From an optimization exercise on the open Yosys and OpenROAD flow, aimed at small area; shortcuts taken in it are not production practice.
Only simulation tests tie the RTL to the original design; equivalence was not proved.
No activity file was given, so power comes from the tool's default toggle rates. The flow treats the clock pin as an ideal source, which a real chip does not have.

--- flow/flow/run.sh ---
#!/bin/bash
# The standard layout, with each port buffered by the smallest buffer cell
# and a clock tree without dummy loads, small buffers above the leaf level
set -euo pipefail
bash standard.sh \
  "BUFFER_PORTS_ARGS=-buffer_cell sky130_fd_sc_hd__buf_1" \
  "CTS_ARGS=-sink_clustering_enable -repair_clock_nets -sink_clustering_size 36 -sink_clustering_max_diameter 100 -dont_use_dummy_load -root_buf sky130_fd_sc_hd__clkbuf_4 -tree_buf sky130_fd_sc_hd__clkbuf_4 -sink_clustering_buffer sky130_fd_sc_hd__clkbuf_16" \
  finish > standard.log 2>&1
--- flow/standard.sh ---
#!/bin/bash
# synth_recipe.tcl (not shown) runs the flow's synth.tcl, then flattens the netlist and writes it again
# the make line also repeats each setting of config.mk as NAME=value (left out here)
make -C /OpenROAD-flow-scripts/flow DESIGN_CONFIG=/design/flow/config.mk WORK_HOME=/design/flow/orfs CLKGATE_MAP_FILE= SYNTH_SCRIPT=/design/flow/synth_recipe.tcl "${@:-finish}"
--- flow/config.mk ---
export PLATFORM = sky130hd
export DESIGN_NAME = ups_top
export DESIGN_NICKNAME = ups_top
export VERILOG_FILES = /design/flow/design.v
export SDC_FILE = /design/flow/constraint.sdc
export NUM_CORES = 4
export LEC_CHECK = 0
export CAP_MARGIN = 20
export CORE_MARGIN = 2
export CORE_UTILIZATION = 65
export SLEW_MARGIN = 20
--- flow/constraint.sdc ---
create_clock -name core_clock -period 8.0 [get_ports {clk}]
set_input_delay 1.6000 -clock core_clock [delete_from_list [all_inputs] [get_ports {clk}]]
set_output_delay 1.6000 -clock core_clock [all_outputs]
set_load 0.01 [all_outputs]
--- flow/design.v ---
`timescale 1ns/10ps
`default_nettype none
module adc_scaler (
    input  logic        clk,
    input  logic        rst_n,
    input  logic [11:0] adc,
    input  logic        adc_dv,
    output logic [12:0] scaled
);
    logic [11:0] adc_q;                              
    logic [23:0] prod;
    logic [11:0] mid_q;                              
    logic [11:0] data_q;                             
    logic [2:0]  dv_sr;                              
    always_ff @(posedge clk) begin
        if (!rst_n) begin
            dv_sr <= '0;
        end else begin
            dv_sr <= {dv_sr[1:0], adc_dv};
        end
    end
    function automatic logic [23:0] rca(input logic [23:0] x, input logic [23:0] y);
        logic c;
        c = 1'b0;
        for (int i = 0; i < 24; i++) begin
            rca[i] = x[i] ^ y[i] ^ c;
            c      = (x[i] & y[i]) | (x[i] & c) | (y[i] & c);
        end
    endfunction
    logic [23:0] m17;                                
    logic [23:0] m576;                               
    logic [23:0] m1241;                              
    assign m17   = rca({8'd0, adc_q, 4'd0}, 24'(adc_q));
    assign m576  = rca(m17 << 6, m17 << 3);
    assign m1241 = rca(m576, m17);
    assign prod  = m1241 << 1;
    always_ff @(posedge clk) begin
        adc_q  <= adc;
        mid_q  <= prod[23:12];                       
        data_q <= mid_q;
    end
    assign scaled = {dv_sr[2], data_q};
endmodule
`default_nettype wire
`timescale 1ns/10ps
`default_nettype none
module boxcar_filter #(
    parameter int AVG_LOG2 = 4
) (
    input  logic        clk,
    input  logic        rst_n,
    input  logic [12:0] scaled,
    output logic [12:0] filtered
);
    localparam int DEPTH = 2 ** AVG_LOG2;
    localparam int ACC_W = 12 + AVG_LOG2;            
    logic [11:0]       taps [DEPTH];                 
    logic [ACC_W-1:0]  acc;                          
    logic [AVG_LOG2:0] fill;                         
    logic [11:0]       newest;
    logic [11:0]       oldest;
    logic              filt_valid;
    function automatic logic [ACC_W-1:0] rca(input logic [ACC_W-1:0] x, input logic [ACC_W-1:0] y,
                                             input logic ci);
        logic c;
        c = ci;
        for (int i = 0; i < ACC_W; i++) begin
            rca[i] = x[i] ^ y[i] ^ c;
            c      = (x[i] & y[i]) | (x[i] & c) | (y[i] & c);
        end
    endfunction
    logic [ACC_W-1:0] delta;
    logic [ACC_W-1:0] sum_next;
    assign newest   = scaled[12] ? scaled[11:0] : 12'd0;
    assign delta    = rca({{AVG_LOG2{1'b0}}, newest}, ~{{AVG_LOG2{1'b0}}, oldest}, 1'b1);
    assign sum_next = rca(acc, {{(AVG_LOG2-1){delta[12]}}, delta[12:0]}, 1'b0);
    assign oldest = (fill[AVG_LOG2] && scaled[12]) ? taps[DEPTH-1] : 12'd0;
    always_ff @(posedge clk) begin
        if (scaled[12]) begin
            taps[0] <= scaled[11:0];
            for (int i = 1; i < DEPTH; i++) begin
                taps[i] <= taps[i-1];
            end
        end
    end
    always_ff @(posedge clk) begin
        if (!rst_n) begin
            acc        <= '0;
            fill       <= '0;
        end else begin
            acc        <= sum_next;
            if (scaled[12]) begin
                if (!fill[AVG_LOG2]) begin
                    fill <= rca(ACC_W'(fill), '0, 1'b1);
                end
            end
        end
    end
    always_ff @(posedge clk) begin
        filt_valid <= scaled[12];
    end
    assign filtered = {filt_valid, acc[ACC_W-1:AVG_LOG2]};    
endmodule
`default_nettype wire
`timescale 1ns/10ps
`default_nettype none
module run_sequencer #(
    parameter int TICKS_PER_SEC = 1000
) (
    input  logic        clk,
    input  logic        rst_n,
    input  logic        run_en,
    input  logic [31:0] run_cfg,
    input  logic        run_start,
    input  logic        run_stop,
    input  logic        filt_valid,
    output logic        seq_stb0,
    output logic        seq_stb1,
    output logic        lvl_load,
    output logic [1:0]  lvl_code,
    output logic        seq_pv,
    output logic [2:0]  seq_status
);
    localparam logic [9:0] TICK_LAST = 10'h2B2;      
    localparam logic [1:0] LVL_ZERO = 2'd0;
    localparam logic [1:0] LVL_TWO  = 2'd1;
    localparam logic [1:0] LVL_ONE  = 2'd2;
    localparam logic [2:0] SEQ_INIT  = 3'd0;
    localparam logic [2:0] SEQ_WAIT  = 3'd2;
    localparam logic [2:0] SEQ_PRE   = 3'd5;         
    localparam logic [2:0] SEQ_PULSE = 3'd4;
    localparam logic [2:0] SEQ_POST  = 3'd7;
    localparam logic [2:0] ST_OFF   = 3'd0;
    localparam logic [2:0] ST_WAIT  = 3'd1;
    localparam logic [2:0] ST_PRE   = 3'd2;
    localparam logic [2:0] ST_PULSE = 3'd3;
    localparam logic [2:0] ST_POST  = 3'd4;
    logic [2:0] state;
    logic [9:0] tick;                                
    logic [7:0] secs;                                
    logic [7:0] pre_s, pulse_s, post_s;
    logic [7:0] loops_q;                             
    logic       active;
    logic       tick0;
    logic       tick_wrap;
    logic [7:0] lim;
    logic       phase_end;
    function automatic logic [7:0] rca8(input logic [7:0] x, input logic [7:0] y, input logic ci);
        logic c;
        c = ci;
        for (int i = 0; i < 8; i++) begin
            rca8[i] = x[i] ^ y[i] ^ c;
            c       = (x[i] & y[i]) | (x[i] & c) | (y[i] & c);
        end
    endfunction
    assign active    = state[2];
    assign tick0     = (tick == 10'd0);
    assign tick_wrap = (tick == TICK_LAST);
    assign lim       = (state == SEQ_PRE) ? pre_s : (state == SEQ_PULSE) ? pulse_s : post_s;
    assign phase_end = tick0 && (secs == lim);
    always_ff @(posedge clk) begin
        if (!active || phase_end) begin
            tick <= '0;
            secs <= '0;
        end else if (tick_wrap) begin
            tick <= '0;
            secs <= rca8(secs, 8'd0, 1'b1);
        end else begin
            tick <= {tick[8:0], ~(tick[9] ^ tick[6])};
        end
    end
    always_ff @(posedge clk) begin
        if (state == SEQ_WAIT) begin                 
            loops_q <= run_cfg[31:24];
            pre_s   <= run_cfg[23:16];
            pulse_s <= run_cfg[15:8];
            post_s  <= run_cfg[7:0];
        end else if (state == SEQ_POST && phase_end && (|loops_q[7:1])) begin
            loops_q <= rca8(loops_q, 8'hFF, 1'b0);
        end
    end
    assign lvl_load = (state == SEQ_INIT) || (state == SEQ_PRE) || (state == SEQ_PULSE && phase_end);
    always_comb begin
        if (state == SEQ_PRE && phase_end) begin
            lvl_code = LVL_ONE;
        end else if (state == SEQ_PRE && secs == 8'd0) begin
            lvl_code = LVL_TWO;
        end else begin
            lvl_code = LVL_ZERO;
        end
    end
    always_ff @(posedge clk) begin
        begin
            seq_stb0   <= 1'b0;
            seq_stb1   <= 1'b0;
            seq_pv     <= 1'b0;
            seq_status <= ST_OFF;
            if (!run_en) begin
                state <= SEQ_INIT;
            end else begin
                case (state)
                    SEQ_INIT: begin
                        seq_stb0   <= 1'b1;              
                        seq_stb1   <= 1'b1;
                        seq_status <= ST_WAIT;
                        state      <= SEQ_WAIT;
                    end
                    SEQ_WAIT: begin
                        seq_status <= ST_WAIT;
                        if (run_start) begin
                            state <= SEQ_PRE;
                        end
                    end
                    SEQ_PRE: begin
                        seq_status <= ST_PRE;
                        if (tick0 && (secs == 8'd0 || secs == 8'd1 || phase_end)) begin
                            seq_stb1 <= 1'b1;
                        end
                        if (phase_end) begin
                            state <= SEQ_PULSE;
                        end
                    end
                    SEQ_PULSE: begin
                        seq_status <= ST_PULSE;
                        seq_pv     <= 1'b1;
                        if (phase_end) begin
                            seq_stb0 <= 1'b1;            
                            seq_stb1 <= 1'b1;
                            state    <= SEQ_POST;
                        end else begin
                            seq_stb0 <= filt_valid;      
                        end
                    end
                    SEQ_POST: begin
                        seq_status <= ST_POST;
                        if (phase_end) begin
                            state <= ((|loops_q[7:1])) ? SEQ_PRE : SEQ_WAIT;
                        end
                    end
                    default: state <= SEQ_INIT;
                endcase
                if (run_stop && active) begin
                    seq_stb0 <= 1'b0;
                    seq_stb1 <= 1'b0;
                    seq_pv   <= 1'b0;
                    state    <= SEQ_INIT;
                end
            end
        end
    end
endmodule
`default_nettype wire
`timescale 1ns/10ps
`default_nettype none
module mode_controller (
    input  logic        clk,
    input  logic        rst_n,
    input  logic [1:0]  mode,
    input  logic        mode_update,
    input  logic [12:0] filtered,
    input  logic [12:0] dac0_test,
    input  logic [12:0] dac1_test,
    input  logic        pv_test,
    input  logic        seq_stb0,
    input  logic        seq_stb1,
    input  logic        lvl_load,
    input  logic [1:0]  lvl_code,
    input  logic        seq_pv,
    input  logic [2:0]  seq_status,
    output logic        run_en,
    output logic [12:0] dac0,
    output logic [12:0] dac1,
    output logic        pv,
    output logic [2:0]  status
);
    localparam logic [1:0] MODE_LOOPBACK = 2'd1;
    localparam logic [1:0] MODE_DAC_TEST = 2'd2;
    localparam logic [1:0] MODE_RUN      = 2'd3;
    localparam logic [1:0] CTRL_IDLE     = 2'd0;
    localparam logic [1:0] CTRL_LOOPBACK = 2'd1;
    localparam logic [1:0] CTRL_DAC_TEST = 2'd2;
    localparam logic [1:0] CTRL_RUN      = 2'd3;
    localparam logic [11:0] TWO_VOLT = 12'h9B2;
    localparam logic [11:0] ONE_VOLT = 12'h505;
    localparam logic [2:0] ST_OFF = 3'd0;
    logic [1:0]  state;
    logic [11:0] dac0_q;
    logic [11:0] dac1_q;
    logic        stb0_q;
    logic        stb1_q;
    logic [11:0] seq_level;
    assign run_en = (state == CTRL_RUN);             
    always_comb begin
        case (lvl_code)
            2'd1:    seq_level = TWO_VOLT;
            2'd2:    seq_level = ONE_VOLT;
            default: seq_level = 12'd0;
        endcase
    end
    always_ff @(posedge clk) begin
        if (state == CTRL_DAC_TEST) begin
            dac1_q <= dac1_test[11:0];
        end else if (lvl_load) begin
            dac1_q <= seq_level;
        end else begin
            dac1_q <= filtered[11:0];
        end
        case (state)
            CTRL_DAC_TEST: dac0_q <= dac0_test[11:0];
            CTRL_RUN:      dac0_q <= dac1_q;
            default:       dac0_q <= filtered[11:0];
        endcase
    end
    always_ff @(posedge clk) begin
        if (!rst_n) begin
            state  <= CTRL_IDLE;
            stb0_q <= 1'b0;
            stb1_q <= 1'b0;
            pv     <= 1'b0;
            status <= ST_OFF;
        end else begin
            stb0_q <= 1'b0;
            stb1_q <= 1'b0;
            pv     <= 1'b0;
            status <= ST_OFF;                        
            if (mode_update) begin
                state <= CTRL_IDLE;
            end else begin
                case (state)
                    CTRL_IDLE: begin
                        case (mode)
                            MODE_LOOPBACK: state <= CTRL_LOOPBACK;
                            MODE_DAC_TEST: state <= CTRL_DAC_TEST;
                            MODE_RUN:      state <= CTRL_RUN;
                            default:       state <= CTRL_IDLE;
                        endcase
                    end
                    CTRL_LOOPBACK: begin
                        stb0_q <= filtered[12];      
                        stb1_q <= filtered[12];
                        pv     <= pv_test;
                    end
                    CTRL_DAC_TEST: begin
                        stb0_q <= dac0_test[12];
                        stb1_q <= dac1_test[12];
                        pv     <= pv_test;
                    end
                    CTRL_RUN: begin
                        stb0_q <= seq_stb0;
                        stb1_q <= seq_stb1;
                        pv     <= seq_pv;
                        status <= seq_status;
                    end
                    default: state <= CTRL_IDLE;
                endcase
            end
        end
    end
    assign dac0 = {stb0_q, dac0_q};
    assign dac1 = {stb1_q, (state == CTRL_DAC_TEST) ? dac1_q : dac0_q};
endmodule
`default_nettype wire
`timescale 1ns/10ps
`default_nettype none
module ups_top #(
    parameter int TICKS_PER_SEC = 1000,
    parameter int AVG_LOG2      = 4
) (
    input  logic        clk,
    input  logic        rst_n,
    input  logic [11:0] adc,
    input  logic        adc_dv,
    input  logic [1:0]  mode,
    input  logic        mode_update,
    input  logic [12:0] dac0_test,
    input  logic [12:0] dac1_test,
    input  logic        pv_test,
    input  logic [31:0] run_cfg,
    input  logic        run_start,
    input  logic        run_stop,
    output logic [12:0] dac0,
    output logic [12:0] dac1,
    output logic        pv,
    output logic [2:0]  status
);
    logic [12:0] scaled;
    logic [12:0] filtered;
    logic        seq_stb0;
    logic        seq_stb1;
    logic        lvl_load;
    logic [1:0]  lvl_code;
    logic        seq_pv;
    logic [2:0]  seq_status;
    logic        run_en;
    adc_scaler u_adc_scaler (
        .clk    (clk),
        .rst_n  (rst_n),
        .adc    (adc),
        .adc_dv (adc_dv),
        .scaled (scaled)
    );
    boxcar_filter #(
        .AVG_LOG2 (AVG_LOG2)
    ) u_boxcar_filter (
        .clk      (clk),
        .rst_n    (rst_n),
        .scaled   (scaled),
        .filtered (filtered)
    );
    run_sequencer #(
        .TICKS_PER_SEC (TICKS_PER_SEC)
    ) u_run_sequencer (
        .clk        (clk),
        .rst_n      (rst_n),
        .run_en     (run_en),
        .run_cfg    (run_cfg),
        .run_start  (run_start),
        .run_stop   (run_stop),
        .filt_valid (filtered[12]),
        .seq_stb0   (seq_stb0),
        .seq_stb1   (seq_stb1),
        .lvl_load   (lvl_load),
        .lvl_code   (lvl_code),
        .seq_pv     (seq_pv),
        .seq_status (seq_status)
    );
    mode_controller u_mode_controller (
        .clk         (clk),
        .rst_n       (rst_n),
        .mode        (mode),
        .mode_update (mode_update),
        .filtered    (filtered),
        .dac0_test   (dac0_test),
        .dac1_test   (dac1_test),
        .pv_test     (pv_test),
        .seq_stb0    (seq_stb0),
        .seq_stb1    (seq_stb1),
        .lvl_load    (lvl_load),
        .lvl_code    (lvl_code),
        .seq_pv      (seq_pv),
        .seq_status  (seq_status),
        .run_en      (run_en),
        .dac0        (dac0),
        .dac1        (dac1),
        .pv          (pv),
        .status      (status)
    );
endmodule
`default_nettype wire
==> metrics.md, run 1 <==
| Metric | Value |
|---|---|
| H-tree depth | 1 |
| Pint | 2320 uW |
| CTS buffer count | 13 |
| Largest net degree at the start of global routing | 83 |
| Setup CP Type | register to register |
| Status | complete, no violations |
| R2R depth | 24 |
| Post-Synth Simple-Gate Area | 6.43% |
| Post_cts resized | 0 |
| CP arrival | 7550 ps |
| IO Port Bufs | 108 |
| HP Class | register to register |
| Final Hold Viols | 0 |
| Via count | 6437 |
| Die Wd | 145 um |
| Reg clk slew, reported paths | 120 ps |
| Number of nets still failing antenna checks after routing | 0 |
| EDFF count, synth | 224 |
| Psw | 652 uW |
| Seq/Total Area, Yosys | 70.9% |
| Cell Area, Synth | 0.0129 mm2 |
| I/O pin total | 109 |
| Synth Warn # | 5 |
| Sequential share of power | 67.9% |
| Final Max Tran Viols | 0 |
| Setup Fix Bufs, Post-CTS | 0 |
| Iteration-0 DRC count of the detailed router | 412 |
| Site Rows | 51 |
| Fillers | 1298 |
| CP Launch Type | register |
| Starting Density | 66.1% |
| XOR/XNOR Fraction of Synth Area | 1.22% |
| # setup viols final | 0 |
| Initial antenna violation count | 1 |
| Syn_area_per_cell | 15.7 um2 |
| Worst-Margin Slew | 957 ps |
| Worst-Skew Late Latency | 630 ps |
| Main combinational cell family by area after synthesis | adder cells |
| Adder-cell share of the synthesized area | 11.7% |
| Share of layout cells above drive strength 1 | 4.24% |
| RSZ-0062 raised after global routing | no |
| Pleak | 0.00517 uW |
| Syn nets | 986 |
| Synth async-reset ratio | 0% |
| Worst Hold Depth | 0 |
| Final nets | 1089 |
| Area taken by multi-input logic gates | 0.00335 mm2 |
| Worst-path fanout max | 3 |
| Required time worst endpoint | 8540 ps |
| MaxCap Viol Count | 0 |
| Final worst-path cycle share | 87.7% |
| Most used DFF post-synth | edfxtp_1 |
| Pre-CTS WS | 997 ps |
| GRT overflow | 0 |
| Setup ws final | 980 ps |
| Layout Cell Area excl Fill | 0.0138 mm2 |
| CORE AREA | 0.0195 mm2 |
| Syn Inst Count | 819 |
| Gr usage total | 19.6% |
| Initial DRT Pass Iterations | 5 |
| Chip Height | 145 um |
| Rel. slew slack | 36.2% |
| Setup crit end kind | register |
| Compound-Gate Fraction of Synth Area | 3.93% |
| # clock sinks | 344 |
| Global-route wire length before repair | 31.9 mm |
| FF+latch count, synth | 344 |
| CTS root buffer | clkbuf_4 |
| CTS tree | yes |
| Vias in the first global route | 6396 |
| Fmax | 0.142 GHz |
| Vias per cell | 5.43 |
| Residual DRC | 0 |
| Minimum clock period | 7020 ps |
| Multiplexer share of the synthesized area | 2.53% |
| Wirelength per Cell | 17.0 um |
| Clk network pwr share | 23.4% |
| Setup TNS | 0 ps |
| Sw Share | 21.9% |
| Unique masters post-synth | 47 |
| Clock Path Buffers | 3 |
| VDD IR max | 0.000238 V |
| Gpl congestion | 0.839 |
| PD cells | 215 mW/mm2 |
| Logic pwr share | 8.7% |
| Register area | 0.00913 mm2 |
| Clock skew | 35.6 ps |
| Syn-to-layout area delta | 7.51% |
| # hold bufs at CTS | 0 |
| Post-DP HPWL | 14.2 mm |
| DRT Wirelength | 20.1 mm |
| Cell area after placement | 0.0136 mm2 |
| Die Footprint | 0.0209 mm2 |
## layout by cell type (no fill, tap or decap), types with 11 or more instances in the layout
master | Yosys | layout
ha_1 | 36 | 36
xnor2_1 | 12 | 12
fa_1 | 52 | 47
buf_1 | 1 | 108
nand2_1 | 52 | 52
nor2_1 | 21 | 21
dfxtp_1 | 120 | 119
and2_1 | 23 | 23
nor2b_1 | 11 | 11
a22oi_1 | 14 | 14
and3_1 | 17 | 17
o21ai_0 | 12 | 12
mux2i_1 | 19 | 19
mux2_2 | 12 | 12
inv_1 | 81 | 81
edfxtp_1 | 224 | 224
## sequential cells by signal (all words and copies together), names as in the netlist, 2 cells and up
register and count:
u_run_sequencer.tick 10, u_mode_controller.state 2, u_boxcar_filter.acc 16, u_run_sequencer.post_s 8
u_adc_scaler.mid_q 12, u_run_sequencer.pre_s 8, u_run_sequencer.secs 8, u_adc_scaler.dv_sr 3
u_boxcar_filter.taps 192, u_run_sequencer.seq_status 3, u_adc_scaler.data_q 12, u_run_sequencer.state 3
u_boxcar_filter.fill 5, u_mode_controller.dac1_q 12, u_adc_scaler.adc_q 12, u_run_sequencer.loops_q 8
u_mode_controller.dac0_q 12, u_run_sequencer.pulse_s 8, u_mode_controller.status 3
## cell type report
class | instances | share of cell area (%)
Sequential cell | 344 | 66.0
Multi-Input combinational cell | 368 | 24.2
Timing Repair Buffer | 114 | 3.25
Tap cell | 265 | 2.40
Inverter | 81 | 2.20
Clock buffer | 13 | 1.97
Antenna cell | 1 | 0.0181
## cell usage after synthesis, types with 4 or more instances
library cell | number | area (um2)
edfxtp_1 | 224 | 6730
dfxtp_1 | 120 | 2400
inv_1 | 81 | 304
fa_1 | 52 | 1040
nand2_1 | 52 | 195
ha_1 | 36 | 450
and2_1 | 23 | 144
nor2_1 | 21 | 78.8
mux2i_1 | 19 | 190
clkbuf_1 | 18 | 67.6
and3_1 | 17 | 106
a22oi_1 | 14 | 105
mux2_2 | 12 | 135
o21ai_0 | 12 | 60.1
xnor2_1 | 12 | 105
nor2b_1 | 11 | 68.8
a221o_1 | 9 | 90.1
nor3_1 | 9 | 45.0
a21oi_1 | 7 | 35.0
nor3b_1 | 6 | 45.0
xor2_1 | 6 | 52.6
a211oi_1 | 5 | 37.5
buf_2 | 5 | 25.0
nand3_1 | 5 | 25.0
nand2b_1 | 4 | 25.0
nor4_1 | 4 | 25.0
## worst max-delay path, cell delays in order (launching register included)
cell and delay [ps]:
dfxtp_1 360, ha_1 140, inv_1 50, fa_1 370, fa_1 390, fa_1 410, fa_1 410, fa_1 400
fa_1 400, fa_1 600, inv_1 90, fa_1 410, fa_1 390, fa_1 410, fa_1 390, fa_1 370
inv_1 80, fa_1 160, inv_1 40, ha_1 170, ha_1 180, ha_1 180, ha_1 180, ha_1 200
xnor2_1 120
## final timing paths
| path | startpoint | end | slack, ps |
|---|---|---|---|
| max | u_adc_scaler.adc_q[0] | u_adc_scaler.mid_q[11] | 980 |
| min | u_adc_scaler.mid_q[2] | u_adc_scaler.data_q[2] | 340 |
| max reg2reg | u_adc_scaler.adc_q[0] | u_adc_scaler.mid_q[11] | 980 |
| min reg2reg | u_adc_scaler.mid_q[2] | u_adc_scaler.data_q[2] | 340 |
## per-stage QoR
step	hold slack, ps	instances	power (uW)	utilization [%]
floorplan	310	819	2200	-
global placement	311	1172	2300	69.7
detailed placement	314	1172	2320	69.7
CTS	338	1185	3010	71.1
global route	346	1186	3110	71.1
finish	335	1186	2970	71.1
## power groups by stage
stage | Sequential [uW] | Clock (uW) | Combinational, uW
2_1_floorplan | 2030 | 0 | 169
3_3_place_gp | 2060 | 0 | 243
3_5_place_dp | 2060 | 0 | 262
4_1_cts | 2020 | 724 | 266
5_1_grt | 2030 | 781 | 301
6_report | 2020 | 697 | 259
## logic make-up (layout without fill, tap and decap cells)
group | after synthesis | in the layout
and+or+nand+nor | 161 | 161
muxes | 31 | 31
adders and majority gates | 90 | 90
buffers and inverters | 107 | 208
other | 0 | 1
xor gates and xnor gates | 18 | 18
AOI/OAI and AO/OA | 68 | 68
DFF | 344 | 344
## per-layer routing
metal  share of wire (%)  wire (um)  up-vias  track usage [%]
met1                  46       9240     3216             28.1
li1                    -          -     3049                -
met4                 1.2        248        0             4.19
met3                 4.1        820       21             2.67
met5                   0          0        -                0
met2                  49       9830      151             33.1
==> inputs of run 2 (changes only) <==
==> flow/flow/run.sh (replaced) <==
#!/bin/bash
# The standard layout, with each port buffered by the smallest buffer cell
# and a clock tree without dummy loads, small buffers above the leaf level
set -euo pipefail
bash standard.sh \
  "BUFFER_PORTS_ARGS=-buffer_cell sky130_fd_sc_hd__buf_1" \
  "CTS_ARGS=-sink_clustering_enable -repair_clock_nets -sink_clustering_size 30 -sink_clustering_max_diameter 100 -dont_use_dummy_load -root_buf sky130_fd_sc_hd__clkbuf_4 -tree_buf sky130_fd_sc_hd__clkbuf_4 -sink_clustering_buffer sky130_fd_sc_hd__clkbuf_16" \
  finish > standard.log 2>&1
==> metrics.md, run 2 <==
| Metric | Value |
|---|---|
| Status | complete, no violations |
| Biggest register | u_boxcar_filter.taps |
| Syn-to-layout area delta | 7.90% |
| Initial DRT Pass Iterations | 5 (unchanged) |
| Hold_ws | 333 ps (-1.94 ps) |
| Site Rows | 51 (unchanged) |
| GRT overflow | 0 (unchanged) |
| Global-route wire length before repair | 32.2 mm (+0.76%) |
| FF+latch count, synth | 344 (unchanged) |
| CP Launch Type | register |
| CTS buffer count | 15 (+2) |
| Most common cell after layout, fill and taps aside | edfxtp_1 |
| Setup ws final | 991 ps (+11.1 ps) |
| Wl on met1 | 9.42 mm (+2.0%) |
| H-tree depth | 1 (unchanged) |
| Clock skew | 74.9 ps (+39.3 ps) |
| Inst Count DP | 1172 (unchanged) |
| Setup Fix Bufs, Post-CTS | 0 (unchanged) |
| Setup TNS | 0 ps (unchanged) |
| Post-DP HPWL | 14.2 mm (unchanged) |
| CORE AREA | 0.0195 mm2 (unchanged) |
| Worst-Skew Late Latency | 690 ps (+60 ps) |
| MaxCap Viol Count | 0 (unchanged) |
| Setup crit end kind | register |
| Synth Warn # | 5 (unchanged) |
| Starting Density | 66.1% (unchanged) |
| Largest net degree at the start of global routing | 83 (unchanged) |
| EDFF count, synth | 224 (unchanged) |
| Non-filler cells, final | 1188 (+0.17%) |
| Vias per cell | 5.43 (about the same) |
| Die Footprint | 0.0209 mm2 (unchanged) |
| Final Hold Viols | 0 (unchanged) |
| Residual DRC | 0 (unchanged) |
| Met2 wire len | 9.69 mm (-1.3%) |
| Rel. slew slack | 36.4% (+0.13 points) |
| Initial antenna violation count | 1 (unchanged) |
| PD cells | 218 mW/mm2 (+1.5%) |
| Setup CP Type | register to register |
| # setup viols final | 0 (unchanged) |
| Chip Height | 145 um (unchanged) |
| Gpl congestion | 0.839 (unchanged) |
| WL met3 | 790 um (-3.7%) |
| IO Port Bufs | 108 (unchanged) |
| Worst-Margin Slew | 955 ps (-2.00 ps) |
| Pre-CTS WS | 997 ps (unchanged) |
| Unique masters post-synth | 47 (unchanged) |
| Most common cell in the netlist | edfxtp_1 |
| Fin util | 71.4% (+0.26 points) |
| DRT Wirelength | 20.4 mm (+1.1%) |
| Most used DFF post-synth | edfxtp_1 |
| Cell Area, Synth | 0.0129 mm2 (unchanged) |
| Clock Path Buffers | 3 (unchanged) |
| Syn Inst Count | 819 (unchanged) |
| # clock sinks | 344 (unchanged) |
| Required time worst endpoint | 8590 ps (+50 ps) |
| Worst-path fanout max | 3 (unchanged) |
| Number of nets still failing antenna checks after routing | 0 (unchanged) |
| HP Class | register to register |
| Final worst-path cycle share | 87.6% (-0.14 points) |
| Die Wd | 145 um (unchanged) |
| Top cells by area, synth | edfxtp_1, dfxtp_1, fa_1 |
| Top post-synthesis cells by count | edfxtp_1, dfxtp_1, inv_1 |
| I/O pin total | 109 (unchanged) |
| Largest registers | u_boxcar_filter.taps (192), u_boxcar_filter.acc (16) |
| Yosys top cell area share | 52.3% (unchanged) |
| Seq/Total Area, Yosys | 70.9% (unchanged) |
| Fmax | 0.143 GHz (+0.16%) |
| Wirelength per Cell | 17.1 um (+0.93%) |
| Synth async-reset ratio | 0% (unchanged) |
| Share of layout cells above drive strength 1 | 4.45% (+0.21 points) |
| CP arrival | 7600 ps (+50 ps) |
| VDD IR max | 0.000211 V (-12%) |
| Final Max Tran Viols | 0 (unchanged) |
| Largest area contributor in the netlist | edfxtp_1 |
| Reg clk slew, reported paths | 100 ps (-20 ps) |
| Most frequent cells in the layout | edfxtp_1, dfxtp_1, buf_1 |
| Post_cts resized | 0 (unchanged) |
| Syn nets | 986 (unchanged) |
| CTS root buffer | clkbuf_4 |
| Syn_area_per_cell | 15.7 um2 (unchanged) |
| Pleak | 0.00519 uW (+0.48%) |
| Minimum clock period | 7010 ps (-11.1 ps) |
| RSZ-0062 raised after global routing | no |
| CTS tree | yes |
| # hold bufs at CTS | 0 (unchanged) |
| Vias in the first global route | 6382 (-0.22%) |
| Final nets | 1091 (+0.18%) |
| Max reg flops | 192 (unchanged) |
| Gr usage total | 19.8% (+0.19 points) |
| Iteration-0 DRC count of the detailed router | 493 (+20%) |
| Top Metal Used | met4 |
| Via count | 6448 (+0.17%) |
run 2: cell counts after synthesis:
Identical to the previous run, type by type.
run 2: worst max-delay path: stages (launching register included):
cell and delay, ps:
dfxtp_1 350, ha_1 140, inv_1 50, fa_1 370, fa_1 390, fa_1 410, fa_1 410, fa_1 400
fa_1 400, fa_1 600, inv_1 90, fa_1 420, fa_1 390, fa_1 420, fa_1 400, fa_1 370
inv_1 80, fa_1 160, inv_1 40, ha_1 170, ha_1 180, ha_1 180, ha_1 180, ha_1 200
xnor2_1 120
run 2: layout make-up:
type	instances	area, um2
inverters	81	304
clock buffers	15	323
fillers	1300	5570
repair buffers	114	450
flip-flops and latches	344	9130
diodes	1	2.50
well taps	265	332
multi-input cells	368	3350
run 2: worst paths after layout:
| check | start | to | slack (ps) | cells after the start |
|---|---|---|---|---|
| max reg2reg | u_adc_scaler.adc_q[0] | u_adc_scaler.mid_q[11] | 990 | 24 |
| min reg2reg | u_adc_scaler.mid_q[5] | u_adc_scaler.data_q[5] | 330 | 0 |
| max | u_adc_scaler.adc_q[0] | u_adc_scaler.mid_q[11] | 990 | 24 |
| min | u_adc_scaler.mid_q[5] | u_adc_scaler.data_q[5] | 330 | 0 |
run 2: cell families (layout without fill, tap and decap cells):
group	after synthesis	in the layout	share of synthesized area [%]
XOR/XNOR	18	18	1.22
other	0	1	0
AND/OR/NAND/NOR	161	161	6.43
flip-flops	344	344	70.9
adder cells (fa/ha/maj)	90	90	11.7
multiplexers	31	31	2.53
AO/OA/AOI/OAI	68	68	3.93
buffers and inverters	107	210	3.23
run 2: per-stage QoR:
step	cell area, um2	power (uW)
2_1_floorplan	12900	2200
3_3_place_gp	13600	2300
3_5_place_dp	13600	2320
4_1_cts	13900	3060
5_1_grt	13900	3160
6_report	13900	3030
run 2: per-layer routing:
layer | vias to the layer above | GRT usage, %
met1 | 3208 | 28.5
met4 | 0 | 5.01
met5 | - | 0
met2 | 151 | 32.8
li1 | 3061 | -
met3 | 28 | 2.73
run 2: report_power, final:
part / internal (uW) / switching, uW
Sequential: 1970 / 52.0
Clock: 284 / 467
Combinational: 113 / 148
==> inputs of run 3 (changes only) <==
--- a/flow/design.v
+++ b/flow/design.v
@@ -126,7 +126,7 @@
     localparam logic [1:0] LVL_TWO  = 2'd1;
     localparam logic [1:0] LVL_ONE  = 2'd2;
     localparam logic [2:0] SEQ_INIT  = 3'd0;
-    localparam logic [2:0] SEQ_WAIT  = 3'd2;
+    localparam logic [2:0] SEQ_WAIT  = 3'd3;
     localparam logic [2:0] SEQ_PRE   = 3'd5;         
     localparam logic [2:0] SEQ_PULSE = 3'd4;
     localparam logic [2:0] SEQ_POST  = 3'd7;
--- a/flow/config.mk
+++ b/flow/config.mk
@@ -5,7 +5,8 @@
 export SDC_FILE = /design/flow/constraint.sdc
 export NUM_CORES = 4
 export LEC_CHECK = 0
+export ABC_AREA = 1
 export CAP_MARGIN = 20
 export CORE_MARGIN = 2
-export CORE_UTILIZATION = 65
+export CORE_UTILIZATION = 40
 export SLEW_MARGIN = 20
==> metrics.md, run 3 <==
| Metric | Value |
|---|---|
| Top post-synthesis cells by count | edfxtp_1, nand2_1, inv_1 |
| Initial DRT Pass Iterations | 5 (unchanged) |
| # clock sinks | 344 (unchanged) |
| Final worst-path cycle share | 86.1% (-1.5 points) |
| Gpl congestion | 0.821 (-2.1%) |
| Syn_area_per_cell | 13.1 um2 (-16%) |
| GRT overflow | 0 (unchanged) |
| Cell area after placement | 0.0140 mm2 (+3.1%) |
| Most common cell after layout, fill and taps aside | edfxtp_1 |
| Setup ws final | 1110 ps (+123 ps) |
| Unique masters post-synth | 35 (-26%) |
| IO Port Bufs | 108 (unchanged) |
| Most frequent cells in the layout | edfxtp_1, nand2_1, inv_1 |
| Final Max Tran Viols | 0 (unchanged) |
| Rel. slew slack | 34.1% (-2.2 points) |
| Syn Inst Count | 993 (+21%) |
| Seq/Total Area, Yosys | 69.9% (-1.0 points) |
| Clock skew | 27.9 ps (-47.0 ps) |
| Residual DRC | 0 (unchanged) |
| End of the critical path | u_adc_scaler.mid_q[11] |
| Inst Count DP | 1529 (+30%) |
| FF+latch count, synth | 344 (unchanged) |
| Layout Cell Area excl Fill | 0.0143 mm2 (+3.1%) |
| Cell Area, Synth | 0.0131 mm2 (+1.4%) |
| # hold bufs at CTS | 0 (unchanged) |
| Pleak | 0.00554 uW (+6.8%) |
| RSZ-0062 raised after global routing | no |
| Syn nets | 1160 (+18%) |
| Initial antenna violation count | 1 (unchanged) |
| Max reg flops | 192 (unchanged) |
| Most common cell in the netlist | edfxtp_1 |
| Setup TNS | 0 ps (unchanged) |
| Yosys top cell area share | 51.5% (-0.74 points) |
| CP arrival | 7440 ps (-160 ps) |
| Worst-Skew Late Latency | 660 ps (-30 ps) |
| DRT Wirelength | 21.5 mm (+5.5%) |
| Reg clk slew, reported paths | 100 ps (about the same) |
| CORE AREA | 0.0324 mm2 (+66%) |
| Fmax | 0.145 GHz (+1.8%) |
| Global-route wire length before repair | 34.6 mm (+7.7%) |
| Fin util | 44.2% (-27 points) |
| CTS tree | yes |
| R2R depth | 24 (unchanged) |
| MaxCap Viol Count | 0 (unchanged) |
| Vias in the first global route | 6893 (+8.0%) |
| Final nets | 1271 (+16%) |
| PD cells | 213 mW/mm2 (-2.4%) |
| Required time worst endpoint | 8550 ps (-40 ps) |
| Die Footprint | 0.0341 mm2 (+63%) |
| CP Launch Type | register |
| Number of nets still failing antenna checks after routing | 0 (unchanged) |
| Die Wd | 185 um (+28%) |
| Critical path startpoint | u_adc_scaler.adc_q[0] |
| CTS buffer count | 15 (unchanged) |
| Status | complete, no violations |
| Gr usage total | 12.8% (-7.0 points) |
| Post_cts resized | 0 (unchanged) |
| Largest registers | u_boxcar_filter.taps (192), u_boxcar_filter.acc (16) |
| Setup Fix Bufs, Post-CTS | 0 (unchanged) |
| Worst-path fanout max | 3 (unchanged) |
| Top cells by area, synth | edfxtp_1, dfxtp_1, fa_1 |
| Starting Density | 40.3% (-26 points) |
| Site Rows | 66 (+29%) |
| Clock Path Buffers | 3 (unchanged) |
| Iteration-0 DRC count of the detailed router | 563 (+14%) |
| Vias per cell | 4.54 (-16%) |
| Minimum clock period | 6890 ps (-123 ps) |
| R2r setup slk | 1110 ps (+120 ps) |
| I/O pin total | 109 (unchanged) |
| Largest net degree at the start of global routing | 84 (+1.2%) |
| Fillers | 3009 (+130%) |
| Biggest register | u_boxcar_filter.taps |
| Wirelength per Cell | 13.9 um (-19%) |
| Setup CP Type | register to register |
| Syn-to-layout area delta | 9.63% |
| R2R Path End | u_adc_scaler.mid_q[11] |
| Reg2Reg Launch Point | u_adc_scaler.adc_q[0] |
| Via count | 7024 (+8.9%) |
| EDFF count, synth | 224 (unchanged) |
| Chip Height | 185 um (+28%) |
| Synth Warn # | 5 (unchanged) |
| Non-filler cells, final | 1546 (+30%) |
| Most used DFF post-synth | edfxtp_1 |
| CTS root buffer | clkbuf_4 |
| Synth async-reset ratio | 0% (unchanged) |
| Pre-CTS WS | 1120 ps (+119 ps) |
| Setup crit end kind | register |
| VDD IR max | 0.000121 V (-43%) |
| Worst-Margin Slew | 988 ps (+33.5 ps) |
| Share of layout cells above drive strength 1 | 4.45% (about the same) |
| H-tree depth | 1 (unchanged) |
| # setup viols final | 0 (unchanged) |
| HP Class | register to register |
| Final Hold Viols | 0 (unchanged) |
| Post-DP HPWL | 15.6 mm (+10%) |
| Largest area contributor in the netlist | edfxtp_1 |
[run 3: cell types whose count changed in the layout (fill, tap and decap cells not counted), moves of 19 or more]
cell,before,now
a21oi_1,7,29
and2_1,23,0
inv_1,81,159
mux2i_1,19,0
nand2_1,52,165
nand3_1,5,38
nor2_1,21,60
[run 3: layout make-up]
cell class / instances / area, um2 / share of cell area, %
well taps: 442 / 553 / 3.86
flip-flops and latches: 344 / 9130 / 63.8
inverters: 164 / 618 / 4.32
clock buffers: 15 / 323 / 2.26
repair buffers: 114 / 450 / 3.15
multi-input cells: 465 / 3230 / 22.6
diodes: 2 / 5.00 / 0.0350
[run 3: critical path: stages, from the launching register on]
cell and delay [ps]:
dfxtp_1 350, ha_1 140, inv_1 40, fa_1 380, fa_1 390, fa_1 390, fa_1 390, fa_1 390
fa_1 390, fa_1 580, inv_1 90, fa_1 420, fa_1 390, fa_1 400, fa_1 390, fa_1 370
inv_1 80, fa_1 170, inv_1 40, ha_1 170, ha_1 180, ha_1 170, ha_1 180, ha_1 180
xnor2_1 120
[run 3: worst min path at each step]
stage                              to                   from  depth (start not counted)  slack [ps]
6_report       u_adc_scaler.data_q[5]  u_adc_scaler.mid_q[5]                          0         340
5_1_grt        u_adc_scaler.data_q[1]  u_adc_scaler.mid_q[1]                          0         350
4_1_cts        u_adc_scaler.data_q[2]  u_adc_scaler.mid_q[2]                          0         340
3_5_place_dp   u_adc_scaler.data_q[2]  u_adc_scaler.mid_q[2]                          0         310
3_3_place_gp   u_adc_scaler.data_q[2]  u_adc_scaler.mid_q[2]                          0         310
2_1_floorplan  u_adc_scaler.data_q[0]  u_adc_scaler.mid_q[0]                          0         310
[run 3: metrics by stage]
| step | power (uW) | hold slack [ps] |
|---|---|---|
| 6_report | 3050 | 335 |
| 5_1_grt | 3190 | 346 |
| 4_1_cts | 3090 | 338 |
| 3_5_place_dp | 2320 | 312 |
| 3_3_place_gp | 2320 | 310 |
| 2_1_floorplan | 2220 | 310 |
[run 3: cells by family after synthesis]
group / synth area share, %
flip-flops: 69.9
AND/OR/NAND/NOR: 9.58
buffers and inverters: 5.52
adder cells (fa/ha/maj): 11.4
AO/OA/AOI/OAI: 3.22
XOR/XNOR: 0.335
[run 3: per-layer routing]
metal	vias up	routed length (um)	global-route usage, %
met5	-	0	0
met4	0	437	3.08
met3	24	825	1.94
met2	128	9300	19.8
met1	3407	10900	19.0
li1	3465	-	-
[run 3: report_power, final]
group	internal (uW)	switching [uW]	total (uW)
Sequential	1970	44.3	2010
Clock	285	480	765
Combinational	110	159	269
==> inputs of run 4 (changes only) <==
--- a/flow/config.mk
+++ b/flow/config.mk
@@ -5,8 +5,9 @@
 export SDC_FILE = /design/flow/constraint.sdc
 export NUM_CORES = 4
 export LEC_CHECK = 0
-export ABC_AREA = 1
 export CAP_MARGIN = 20
 export CORE_MARGIN = 2
 export CORE_UTILIZATION = 40
+export CTS_CLUSTER_DIAMETER = 100
+export CTS_CLUSTER_SIZE = 30
 export SLEW_MARGIN = 20
==> metrics.md, run 4 <==
| Metric | Value |
|---|---|
| Status | complete, no violations |
| Number of nets still failing antenna checks after routing | 0 (unchanged) |
| CORE AREA | 0.0317 mm2 (-2.0%) |
| CTS buffer count | 16 (+1) |
| Syn-to-layout area delta | 9.35% |
| Iteration-0 DRC count of the detailed router | 465 (-17%) |
| Non-filler cells, final | 1326 (-14%) |
| Setup Fix Bufs, Post-CTS | 0 (unchanged) |
| Most common cell in the netlist | edfxtp_1 |
| Post_cts resized | 0 (unchanged) |
| IO Port Bufs | 108 (unchanged) |
| Clock Path Buffers | 3 (unchanged) |
| Reg clk slew, reported paths | 110 ps (about the same) |
| PD cells | 215 mW/mm2 (+0.86%) |
| Fmax | 0.144 GHz (-0.76%) |
| Final nets | 1092 (-14%) |
| H-tree depth | 1 (unchanged) |
| HP Class | register to register |
| VDD IR max | 0.000110 V (-8.5%) |
| Synth Warn # | 5 (unchanged) |
| Worst-path fanout max | 41 (+38) |
| Setup CP Type | register to register |
| Residual DRC | 0 (unchanged) |
| CP Launch Type | register |
| Largest registers | u_boxcar_filter.taps (192), u_boxcar_filter.acc (16) |
| CP cell instances | and3_1, ha_1, inv_1, fa_1, fa_1, fa_2, fa_1, fa_2, fa_2, fa_1, inv_1, fa_1, inv_1, fa_1, fa_1, inv_1, fa_1, inv_1, fa_1, fa_2, fa_1, fa_1, xnor2_1, and2_1 |
| Rel. slew slack | 37.6% (+3.5 points) |
| Setup TNS | 0 ps (unchanged) |
| # setup viols final | 0 (unchanged) |
| Syn nets | 986 (-15%) |
| Wirelength per Cell | 14.2 um (+2.4%) |
| Global-route wire length before repair | 30.7 mm (-11%) |
| RSZ-0062 raised after global routing | no |
| Starting Density | 40.8% (+0.42 points) |
| Biggest register | u_boxcar_filter.taps |
| Pleak | 0.00528 uW (-4.6%) |
| EDFF count, synth | 224 (unchanged) |
| Clock skew | 64.8 ps (+36.8 ps) |
| Chip Height | 184 um (-0.49%) |
| Slowest cell on crit path | dfxtp_4 |
| Setup crit end kind | register |
| Worst-Margin Slew | 930 ps (-57.8 ps) |
| Buffers and inverters on the worst path | 5 (+1) |
| MaxCap Viol Count | 0 (unchanged) |
| Largest stage delay on the critical path | 680 ps (+100 ps) |
| R2r setup slk | 1060 ps (-50 ps) |
| Share of layout cells above drive strength 1 | 5.09% (+0.65 points) |
| Cell family with most CP delay | adder cells |
| Initial DRT Pass Iterations | 4 (-1) |
| Final Hold Viols | 0 (unchanged) |
| DRT Wirelength | 18.9 mm (-12%) |
| Gpl congestion | 0.758 (-7.7%) |
| # hold bufs at CTS | 0 (unchanged) |
| Syn_area_per_cell | 15.8 um2 (+20%) |
| Synth async-reset ratio | 0% (unchanged) |
| CP arrival | 7520 ps (+80 ps) |
| CTS tree | yes |
| Inst Count DP | 1309 (-14%) |
| Critical path's most frequent cell | fa_1 |
| Die Footprint | 0.0338 mm2 (-0.97%) |
| Top cells by area, synth | edfxtp_1, dfxtp_1, fa_1 |
| Unique masters post-synth | 50 (+43%) |
| FF+latch count, synth | 344 (unchanged) |
| Post-DP HPWL | 12.7 mm (-19%) |
| I/O pin total | 109 (unchanged) |
| Cell Area, Synth | 0.0129 mm2 (-1.0%) |
| Minimum clock period | 6940 ps (+53.1 ps) |
| Vias per cell | 4.72 (+3.8%) |
| Via count | 6255 (-11%) |
| # clock sinks | 344 (unchanged) |
| Site Rows | 65 (-1.5%) |
| Seq/Total Area, Yosys | 70.6% (+0.70 points) |
| GRT overflow | 0 (unchanged) |
| Final Max Tran Viols | 0 (unchanged) |
| Final worst-path cycle share | 86.7% (+0.66 points) |
| Largest area contributor in the netlist | edfxtp_1 |
| Initial antenna violation count | 1 (unchanged) |
| Largest net degree at the start of global routing | 138 (+64%) |
| Required time worst endpoint | 8580 ps (+30 ps) |
| Worst-Skew Late Latency | 690 ps (+30 ps) |
| Syn Inst Count | 819 (-18%) |
| Yosys top cell area share | 52.0% (+0.52 points) |
| Gr usage total | 11.2% (-1.6 points) |
| Most common cell after layout, fill and taps aside | edfxtp_1 |
| Max reg flops | 192 (unchanged) |
| Most frequent cells in the layout | edfxtp_1, dfxtp_1, buf_1 |
| Most used DFF post-synth | edfxtp_1 |
| Die Wd | 184 um (-0.49%) |
| CTS root buffer | clkbuf_4 |
| Vias in the first global route | 6036 (-12%) |
| Top post-synthesis cells by count | edfxtp_1, dfxtp_1, inv_1 |
run 4: cell count changes in the layout (fill, tap and decap cells not counted), sizes merged, moves of 14 or more:
cell,previous run,this run
nand2,167,45
inv,163,80
nor2,69,22
and2,0,31
nand3,39,9
o21ai,31,5
mux2i,0,18
nor3,2,18
mux2,0,14
run 4: cells by family (layout without fill, tap and decap cells):
| family | after synthesis | in the layout | synth area share [%] |
|---|---|---|---|
| buffers and inverters | 106 | 210 | 3.25 |
| xor gates and xnor gates | 19 | 19 | 1.29 |
| DFF | 344 | 344 | 70.6 |
| muxes | 32 | 32 | 2.61 |
| and+or+nand+nor | 162 | 162 | 6.58 |
| other | 0 | 1 | 0 |
| adders and majority gates | 90 | 90 | 11.7 |
| AOI/OAI and AO/OA | 66 | 66 | 3.95 |
run 4: path summary, 6_finish.rpt:
check                    startpoint                 endpoint  depth (start not counted)
max reg2reg   u_adc_scaler.dv_sr[2]  u_boxcar_filter.acc[15]                         24
min reg2reg  u_adc_scaler.mid_q[10]  u_adc_scaler.data_q[10]                          0
max           u_adc_scaler.dv_sr[2]  u_boxcar_filter.acc[15]                         24
min          u_adc_scaler.mid_q[10]  u_adc_scaler.data_q[10]                          0
run 4: cell type report:
| class | count | area [um2] |
|---|---|---|
| Timing Repair Buffer | 113 | 455 |
| Tap cell | 402 | 503 |
| Fill cell | 2858 | 17600 |
| Inverter | 81 | 304 |
| Multi-Input combinational cell | 369 | 3390 |
| Antenna cell | 1 | 2.50 |
| Sequential cell | 344 | 9130 |
| Clock buffer | 16 | 348 |
run 4: power breakdown:
part,internal (uW),total (uW),switching (uW)
logic,104,236,133
registers,1960,2010,44.1
clock network,305,789,484
run 4: worst reg2reg max path: stages (launching register included):
cell     delay, ps
dfxtp_4        680
and3_1         250
ha_1           140
inv_1           40
fa_1           380
fa_1           490
fa_2           350
fa_1           410
fa_2           350
fa_2           340
fa_1           360
inv_1           70
fa_1           150
inv_1           50
fa_1           370
fa_1           370
inv_1           80
fa_1           150
inv_1           50
fa_1           380
fa_2           350
fa_1           380
fa_1           380
xnor2_1        130
and2_1         140
run 4: per-stage QoR:
step                      worst slack, ps  total power [uW]  hold WS (ps)  cell area, um2  utilization (%)
after global placement               1060              2290           312           13800             43.5
after floorplan                      38.1              2200           310           12900                -
final                                1060              3030           250           14100             44.6
after detailed placement             1020              2290           312           13800             43.5
after global routing                  750              3200           256           14100             44.6
after CTS                            1000              3090           248           14100             44.6
run 4: per-layer routing:
layer  global-route usage, %  wire (um)  vias to the layer above
met5                       0          0                        -
met4                    2.56        356                        0
met3                    1.86        929                       20
met2                    16.7       7790                      138
met1                    17.2       9790                     3028
li1                        -          -                     3069
==> inputs of run 5 (changes only) <==
--- a/flow/design.v
+++ b/flow/design.v
@@ -126,7 +126,7 @@
     localparam logic [1:0] LVL_TWO  = 2'd1;
     localparam logic [1:0] LVL_ONE  = 2'd2;
     localparam logic [2:0] SEQ_INIT  = 3'd0;
-    localparam logic [2:0] SEQ_WAIT  = 3'd3;
+    localparam logic [2:0] SEQ_WAIT  = 3'd2;
     localparam logic [2:0] SEQ_PRE   = 3'd5;         
     localparam logic [2:0] SEQ_PULSE = 3'd4;
     localparam logic [2:0] SEQ_POST  = 3'd7;
==> metrics.md, run 5 <==
| Metric | Value |
|---|---|
| Biggest register | u_boxcar_filter.taps |
| Worst-path fanout max | 3 (-93%) |
| Most used DFF post-synth | edfxtp_1 |
| Global routing usage on met2 | 16.7% (+0.060 points) |
| RSZ-0062 raised after global routing | no |
| Syn Inst Count | 819 (unchanged) |
| DRT Wirelength | 19.0 mm (+0.93%) |
| Met3 Track Usage GR | 1.91% (+0.044 points) |
| Site Rows | 65 (unchanged) |
| Cell Area, Synth | 0.0129 mm2 (-0.42%) |
| Syn_area_per_cell | 15.7 um2 (-0.42%) |
| Largest net degree at the start of global routing | 81 (-41%) |
| Final Hold Viols | 0 (unchanged) |
| Top Usage Layer GRT | met1 |
| # hold bufs at CTS | 0 (unchanged) |
| Setup TNS | 0 ps (unchanged) |
| Synth async-reset ratio | 0% (unchanged) |
| R2R Path End | u_adc_scaler.mid_q[11] |
| Residual DRC | 0 (unchanged) |
| Most common cell after layout, fill and taps aside | edfxtp_1 |
| CTS root buffer | clkbuf_4 |
| Top post-synthesis cells by count | edfxtp_1, dfxtp_1, inv_1 |
| I/O pin total | 109 (unchanged) |
| Most frequent cells in the layout | edfxtp_1, dfxtp_1, buf_1 |
| Worst-Margin Slew | 953 ps (+22.2 ps) |
| Share of layout cells above drive strength 1 | 4.45% (-0.65 points) |
| Critical path's most frequent cell | fa_1 |
| Largest registers | u_boxcar_filter.taps (192), u_boxcar_filter.acc (16) |
| Required time worst endpoint | 8560 ps (-20 ps) |
| CP arrival | 7450 ps (-70 ps) |
| Vias per cell | 4.65 (-1.4%) |
| CTS tree | yes |
| Setup CP Type | register to register |
| Logic pwr share | 7.9% (about the same) |
| Grt met1 use | 17.4% (+0.26 points) |
| FF+latch count, synth | 344 (unchanged) |
| H-tree depth | 1 (unchanged) |
| Die Wd | 183 um (-0.20%) |
| Slowest cell on crit path | fa_1 |
| Worst-Skew Late Latency | 680 ps (about the same) |
| Die Footprint | 0.0336 mm2 (-0.41%) |
| Reg clk slew, reported paths | 100 ps (about the same) |
| Reg2Reg Launch Point | u_adc_scaler.adc_q[0] |
| CTS buffer count | 15 (-1) |
| Status | complete, no violations |
| R2R depth | 24 (unchanged) |
| Pint | 2350 uW (-0.82%) |
| CORE AREA | 0.0316 mm2 (-0.26%) |
| Starting Density | 40.7% (-0.065 points) |
| Most common cell in the netlist | edfxtp_1 |
| Chip Height | 183 um (-0.20%) |
| R2r setup slk | 1110 ps (+50 ps) |
| Vias in the first global route | 5924 (-1.9%) |
| Syn-to-layout area delta | 9.23% |
| Setup crit end kind | register |
| EDFF count, synth | 224 (unchanged) |
| # setup viols final | 0 (unchanged) |
| IO Port Bufs | 108 (unchanged) |
| Initial antenna violation count | 1 (unchanged) |
| Setup Fix Bufs, Post-CTS | 0 (unchanged) |
| Final worst-path cycle share | 86.1% (-0.62 points) |
| Via count | 6163 (-1.5%) |
| Initial DRT Pass Iterations | 6 (+2) |
| Fillers | 2817 (-1.4%) |
| Post-DP HPWL | 12.9 mm (+1.6%) |
| Rel. slew slack | 36.5% (-1.1 points) |
| Largest stage delay on the critical path | 610 ps (-70 ps) |
| Clock Path Buffers | 3 (unchanged) |
| VDD IR max | 0.000134 V (+21%) |
| PD cells | 215 mW/mm2 (+0.18%) |
| Sw Share | 22.2% (+0.37 points) |
| Yosys top cell area share | 52.3% (+0.22 points) |
| Clock skew | 41.5 ps (-23.2 ps) |
| Top cells by area, synth | edfxtp_1, dfxtp_1, fa_1 |
| Fmax | 0.145 GHz (+0.72%) |
| Min-delay src | u_adc_scaler.mid_q[4] |
| Pleak | 0.00519 uW (-1.8%) |
| Wirelength per Cell | 14.4 um (+1.0%) |
| Max reg flops | 192 (unchanged) |
| Register area | 0.00913 mm2 (unchanged) |
| CP cell instances | ha_1, inv_1, fa_1, fa_1, fa_1, fa_1, fa_1, fa_1, fa_1, inv_1, fa_1, fa_1, fa_1, fa_1, fa_1, inv_1, fa_1, inv_1, ha_1, ha_1, ha_1, ha_1, ha_1, xnor2_1 |
| HP Class | register to register |
| Synth Warn # | 5 (unchanged) |
| Clk network pwr share | 25.4% (-0.6 points) |
| Global-route wire length before repair | 30.8 mm (+0.16%) |
| Psw | 670 uW (+1.4%) |
| Hold Path Sink | u_adc_scaler.data_q[4] |
| Sequential share of power | 66.7% (+0.5 points) |
| Seq/Total Area, Yosys | 70.9% (+0.30 points) |
| Gr usage total | 11.3% (+0.076 points) |
| Layout Cell Area excl Fill | 0.0141 mm2 (-0.52%) |
| MaxCap Viol Count | 0 (unchanged) |
| Post_cts resized | 0 (unchanged) |
| Gpl congestion | 0.784 (+3.5%) |
| Number of nets still failing antenna checks after routing | 0 (unchanged) |
| CP Launch Type | register |
| GRT overflow | 0 (unchanged) |
| Cell area after placement | 0.0137 mm2 (-0.35%) |
| Final nets | 1091 (-0.092%) |
| # clock sinks | 344 (unchanged) |
| Unique masters post-synth | 47 (-6.0%) |
| Minimum clock period | 6890 ps (-49.7 ps) |
| Syn nets | 986 (unchanged) |
| Iteration-0 DRC count of the detailed router | 425 (-8.6%) |
| Worst Hold Depth | 0 (unchanged) |
| Final Max Tran Viols | 0 (unchanged) |
| Largest area contributor in the netlist | edfxtp_1 |
| Area taken by multi-input logic gates | 0.00335 mm2 (-1.3%) |
## run 5: cell count changes after synthesis, sizes merged, moves of 6 or more
| cell | previous run | this run |
|---|---|---|
| and2 | 31 | 23 |
| nor3 | 18 | 9 |
| nor3b | 0 | 6 |
| xor2 | 13 | 6 |
| xnor2 | 6 | 12 |
| a21oi | 16 | 7 |
| o21ai | 5 | 12 |
| nand2 | 45 | 52 |
## run 5: area by class of cell
| cell class | instances | share of cell area [%] |
|---|---|---|
| inverters | 81 | 2.16 |
| flip-flops and latches | 344 | 64.9 |
| diodes | 1 | 0.0178 |
| multi-input cells | 368 | 23.8 |
| well taps | 402 | 3.58 |
| repair buffers | 114 | 3.20 |
| clock buffers | 15 | 2.30 |
## run 5: kinds of logic (layout without fill, tap and decap cells)
group / Yosys count / in the layout / synth area share, %
buf+inv: 107 / 210 / 3.23
compound gates: 68 / 68 / 3.93
flops: 344 / 344 / 70.9
xor+xnor: 18 / 18 / 1.22
mux: 31 / 31 / 2.53
other cells: 0 / 1 / 0
fa+ha+maj: 90 / 90 / 11.7
simple gates: 161 / 161 / 6.43
## run 5: how the worst max path moves through the flow
stage	from	end	slack, ps	cells after the start
floorplan	u_adc_scaler.dv_sr[2]	u_boxcar_filter.acc[15]	40	25
global placement	u_adc_scaler.adc_q[0]	u_adc_scaler.mid_q[11]	1180	24
detailed placement	u_adc_scaler.adc_q[0]	u_adc_scaler.mid_q[11]	1070	24
CTS	u_adc_scaler.adc_q[0]	u_adc_scaler.mid_q[11]	1070	24
global route	u_boxcar_filter.fill[4]	u_boxcar_filter.acc[15]	810	24
finish	u_adc_scaler.adc_q[0]	u_adc_scaler.mid_q[11]	1110	24
## run 5: per-layer routing
| layer | routed length (um) | vias up |
|---|---|---|
| met3 | 732 | 19 |
| met1 | 10100 | 2981 |
| li1 | - | 3059 |
| met5 | 0 | - |
| met2 | 7880 | 104 |
| met4 | 317 | 0 |
## run 5: power by group through the flow
stage               clock (uW)  sequential, uW  combinational [uW]
global route               868            2030                 289
finish                     769            2020                 239
floorplan                    0            2030                 169
global placement             0            2060                 246
detailed placement           0            2060                 246
CTS                        813            2020                 247
## run 5: stage by stage
step	worst slack, ps	std cells	hold WS, ps	power (uW)	utilization (%)
detailed placement	1070	1309	312	2300	43.4
global route	810	1325	336	3180	44.4
global placement	1180	1309	310	2300	43.4
finish	1110	1325	330	3020	44.4
floorplan	38.1	819	310	2200	-
CTS	1070	1324	331	3080	44.4
## run 5: critical path, delay by kind of cell (launching register included)
family | cells | cell delay (ps)
adder cells (fa/ha/maj) | 19 | 6090
flip-flops | 1 | 350
buffers and inverters | 4 | 250
XOR/XNOR | 1 | 110
==> inputs of run 6 (changes only) <==
--- a/flow/design.v
+++ b/flow/design.v
@@ -126,7 +126,7 @@
     localparam logic [1:0] LVL_TWO  = 2'd1;
     localparam logic [1:0] LVL_ONE  = 2'd2;
     localparam logic [2:0] SEQ_INIT  = 3'd0;
-    localparam logic [2:0] SEQ_WAIT  = 3'd2;
+    localparam logic [2:0] SEQ_WAIT  = 3'd3;
     localparam logic [2:0] SEQ_PRE   = 3'd5;         
     localparam logic [2:0] SEQ_PULSE = 3'd4;
     localparam logic [2:0] SEQ_POST  = 3'd7;
==> flow/flow/run.sh (replaced) <==
#!/bin/bash
# The standard layout, with each port buffered by the smallest buffer cell
# and a clock tree without dummy loads, small buffers above the leaf level;
# cells off the critical paths are sized down after global routing
set -euo pipefail
bash standard.sh \
  "BUFFER_PORTS_ARGS=-buffer_cell sky130_fd_sc_hd__buf_1" \
  "CTS_ARGS=-sink_clustering_enable -repair_clock_nets -sink_clustering_size 30 -sink_clustering_max_diameter 100 -dont_use_dummy_load -root_buf sky130_fd_sc_hd__clkbuf_4 -tree_buf sky130_fd_sc_hd__clkbuf_4 -sink_clustering_buffer sky130_fd_sc_hd__clkbuf_16" \
  "RECOVER_POWER=100" \
  finish > standard.log 2>&1
==> metrics.md, run 6 <==
| Metric | Value |
|---|---|
| Status | complete, but fails checks |
| Reasons for failing layout checks | capacitance limit, slew limit |
| Syn_area_per_cell | 15.8 um2 (+0.42%) |
| IO Port Bufs | 108 (unchanged) |
| Pleak | 0.00527 uW (+1.6%) |
| Top cells by area, synth | edfxtp_1, dfxtp_1, fa_1 |
| Met3 Track Usage GR | 1.86% (-0.044 points) |
| Most used DFF post-synth | edfxtp_1 |
| Slowest cell on crit path | dfxtp_4 |
| Final Max Tran Viols | 99 (+99) |
| Vias in the first global route | 6036 (+1.9%) |
| Syn-to-layout area delta | 9.03% |
| Vias per cell | 4.70 (+1.0%) |
| Wirelength per Cell | 14.2 um (-1.1%) |
| Largest registers | u_boxcar_filter.taps (192), u_boxcar_filter.acc (16) |
| Required time worst endpoint | 8570 ps (about the same) |
| Final worst-path cycle share | 88.9% (+2.8 points) |
| Hold Path Sink | u_adc_scaler.data_q[10] |
| Cell Area, Synth | 0.0129 mm2 (+0.42%) |
| Worst-Margin Slew | 2220 ps (+1270 ps) |
| CP arrival | 7690 ps (+240 ps) |
| Post-DP HPWL | 12.7 mm (-1.6%) |
| VDD IR max | 0.000109 V (-18%) |
| # setup viols final | 0 (unchanged) |
| CTS tree | yes |
| R2R Path End | u_boxcar_filter.acc[15] |
| Number of nets still failing antenna checks after routing | 0 (unchanged) |
| Fmax | 0.141 GHz (-3.2%) |
| Largest net degree at the start of global routing | 138 (+70%) |
| Largest stage delay on the critical path | 690 ps (+80 ps) |
| Setup Fix Bufs, Post-CTS | 0 (unchanged) |
| Residual DRC | 0 (unchanged) |
| CP Launch Type | register |
| Reg clk slew, reported paths | 110 ps (about the same) |
| Share of layout cells above drive strength 1 | 4.12% (-0.33 points) |
| Syn nets | 986 (unchanged) |
| Die Footprint | 0.0338 mm2 (+0.41%) |
| Biggest register | u_boxcar_filter.taps |
| Clock skew | 64.7 ps (+23.1 ps) |
| Initial DRT Pass Iterations | 4 (-2) |
| Synth Warn # | 5 (unchanged) |
| EDFF count, synth | 224 (unchanged) |
| CP cell instances | and3_1, ha_1, inv_1, fa_1, fa_1, fa_1, fa_1, fa_1, fa_1, fa_1, inv_1, fa_1, inv_1, fa_1, fa_1, inv_1, fa_1, inv_1, fa_1, fa_1, fa_1, fa_1, xnor2_1, and2_0 |
| # clock sinks | 344 (unchanged) |
| Seq/Total Area, Yosys | 70.6% (-0.30 points) |
| Top Usage Layer GRT | met1 |
| R2R depth | 24 (unchanged) |
| Reg2Reg Launch Point | u_adc_scaler.dv_sr[2] |
| Global routing usage on met2 | 16.7% (-0.060 points) |
| Critical path startpoint | u_adc_scaler.dv_sr[2] |
| Rel. slew slack | -48.1% (-85 points) |
| Die Wd | 184 um (+0.20%) |
| Top post-synthesis cells by count | edfxtp_1, dfxtp_1, inv_1 |
| Hold_ws | 252 ps (-78.7 ps) |
| Grt met1 use | 17.2% (-0.26 points) |
| Largest area contributor in the netlist | edfxtp_1 |
| CORE AREA | 0.0317 mm2 (+0.26%) |
| Most frequent cells in the layout | edfxtp_1, dfxtp_1, buf_1 |
| Site Rows | 65 (unchanged) |
| Yosys top cell area share | 52.0% (-0.22 points) |
| Clock Path Buffers | 3 (unchanged) |
| Global-route wire length before repair | 30.7 mm (-0.16%) |
| Via count | 6230 (+1.1%) |
| Post_cts resized | 0 (unchanged) |
| Setup TNS | 0 ps (unchanged) |
| Synth async-reset ratio | 0% (unchanged) |
| Fillers | 2871 (+1.9%) |
| RSZ-0062 raised after global routing | no |
| Worst Hold Depth | 0 (unchanged) |
| Final nets | 1092 (+0.092%) |
| Initial antenna violation count | 1 (unchanged) |
| CTS buffer count | 16 (+1) |
| Chip Height | 184 um (+0.20%) |
| GRT overflow | 0 (unchanged) |
| Iteration-0 DRC count of the detailed router | 532 (+25%) |
| Worst-Skew Late Latency | 690 ps (about the same) |
| Setup CP Type | register to register |
| Most common cell after layout, fill and taps aside | edfxtp_1 |
| Max reg flops | 192 (unchanged) |
| HP Class | register to register |
| H-tree depth | 1 (unchanged) |
| Final Hold Viols | 0 (unchanged) |
| Setup crit end kind | register |
| MaxCap Viol Count | 3 (+3) |
| FF+latch count, synth | 344 (unchanged) |
| Unique masters post-synth | 50 (+6.4%) |
| R2r setup slk | 880 ps (-230 ps) |
| Syn Inst Count | 819 (unchanged) |
| Minimum clock period | 7120 ps (+226 ps) |
| Starting Density | 40.8% (+0.065 points) |
| PD cells | 215 mW/mm2 (+0.11%) |
| Gpl congestion | 0.758 (-3.3%) |
| Gr usage total | 11.2% (-0.076 points) |
| I/O pin total | 109 (unchanged) |
| DRT Wirelength | 18.8 mm (-1.0%) |
| Min-delay src | u_adc_scaler.mid_q[10] |
| Critical path's most frequent cell | fa_1 |
| # hold bufs at CTS | 0 (unchanged) |
| Most common cell in the netlist | edfxtp_1 |
| CTS root buffer | clkbuf_4 |
| Worst-path fanout max | 41 (+38) |
==> run 6: how the worst max path moves through the flow <==
stage                              end  slack [ps]  depth (start not counted)
2_1_floorplan  u_boxcar_filter.acc[15]          40                         25
3_3_place_gp   u_boxcar_filter.acc[15]        1060                         24
3_5_place_dp   u_boxcar_filter.acc[15]        1020                         24
4_1_cts        u_boxcar_filter.acc[15]        1000                         24
5_1_grt        u_boxcar_filter.acc[15]         560                         24
6_report       u_boxcar_filter.acc[15]         880                         24
==> run 6: cell type report <==
| class | instances | area (um2) | area share [%] |
|---|---|---|---|
| clock buffers | 16 | 348 | 2.47 |
| flip-flops and latches | 344 | 9130 | 64.8 |
| multi-input cells | 369 | 3360 | 23.8 |
| well taps | 402 | 503 | 3.57 |
| diodes | 1 | 2.50 | 0.0178 |
| repair buffers | 113 | 448 | 3.18 |
| inverters | 81 | 304 | 2.16 |
==> run 6: cell families (layout without fill, tap and decap cells) <==
kind of cell / Yosys count / in the layout / synth area share, %
other cells: 0 / 1 / 0
simple gates: 162 / 162 / 6.58
fa+ha+maj: 90 / 90 / 11.7
flops: 344 / 344 / 70.6
xor+xnor: 19 / 19 / 1.29
compound gates: 66 / 66 / 3.95
mux: 32 / 32 / 2.61
buf+inv: 106 / 210 / 3.25
==> run 6: per-layer routing <==
| layer | share of wire (%) | vias to the layer above |
|---|---|---|
| met4 | 1.9 | 0 |
| met5 | 0 | - |
| met3 | 4.8 | 19 |
| met1 | 52 | 3026 |
| met2 | 41 | 120 |
| li1 | - | 3065 |
==> run 6: stage by stage <==
stage                     total power, uW  worst slack (ps)  std cells  cell area, um2  util, %
after floorplan                      2200              38.1        819           12900        -
after global placement               2290              1060       1309           13800     43.5
after detailed placement             2290              1020       1309           13800     43.5
after CTS                            3090              1000       1325           14100     44.6
after global routing                 3200               558       1326           14100     44.4
final                                3030               884       1326           14100     44.4
==> run 6: where the power goes <==
group	internal [uW]	leakage, uW	switching, uW	total [uW]
combinational	104	0.00205	132	236
clock	305	0.000174	485	789
sequential	1960	0.00305	43.5	2010
total	2370	0.00527	660	3030
==> run 6: critical path: cells and delay by family (launching register included) <==
| family | cells | cell delay, ps |
|---|---|---|
| adders and majority gates | 16 | 5530 |
| buffers and inverters | 5 | 300 |
| and+or+nand+nor | 2 | 390 |
| xor gates and xnor gates | 1 | 130 |
| DFF | 1 | 690 |

[separate check: timing with driven ports]
The results above use ideal ports. As a check the final layouts listed here were re-extracted and re-timed, cells and wires unchanged. Step 1 assumes that a clkbuf_16 drives the clock port and a buf_2 every other input. Step 2 adds t to the input delays and takes it off the output delays; t is the mean of the earliest and latest rising clock arrival at the registers after step 1. Input paths then give back, and output paths get back, about the clock's delay inside the block. Three values: ideal, step 1, step 2; two values: the first two.
run | shift t [ns] | setup WS [ns] | worst setup path after step 2 | worst data-port slew with drivers (ns) | cell pins on the clock port's net
run 1 | 0.653 | 0.980 / 0.980 / 0.980 | register to register | 0.05 | 1
run 2 | 0.692 | 0.991 / 0.991 / 0.991 | register to register | 0.05 | 1
run 3 | 0.692 | 1.114 / 1.114 / 1.114 | register to register | 0.06 | 1
run 4 | 0.698 | 1.061 / 1.061 / 1.061 | register to register | 0.05 | 1
run 5 | 0.698 | 1.111 / 1.111 / 1.111 | register to register | 0.04 | 1
run 6 | 0.697 | 0.884 / 0.884 / 0.884 | register to register | 0.06 | 1
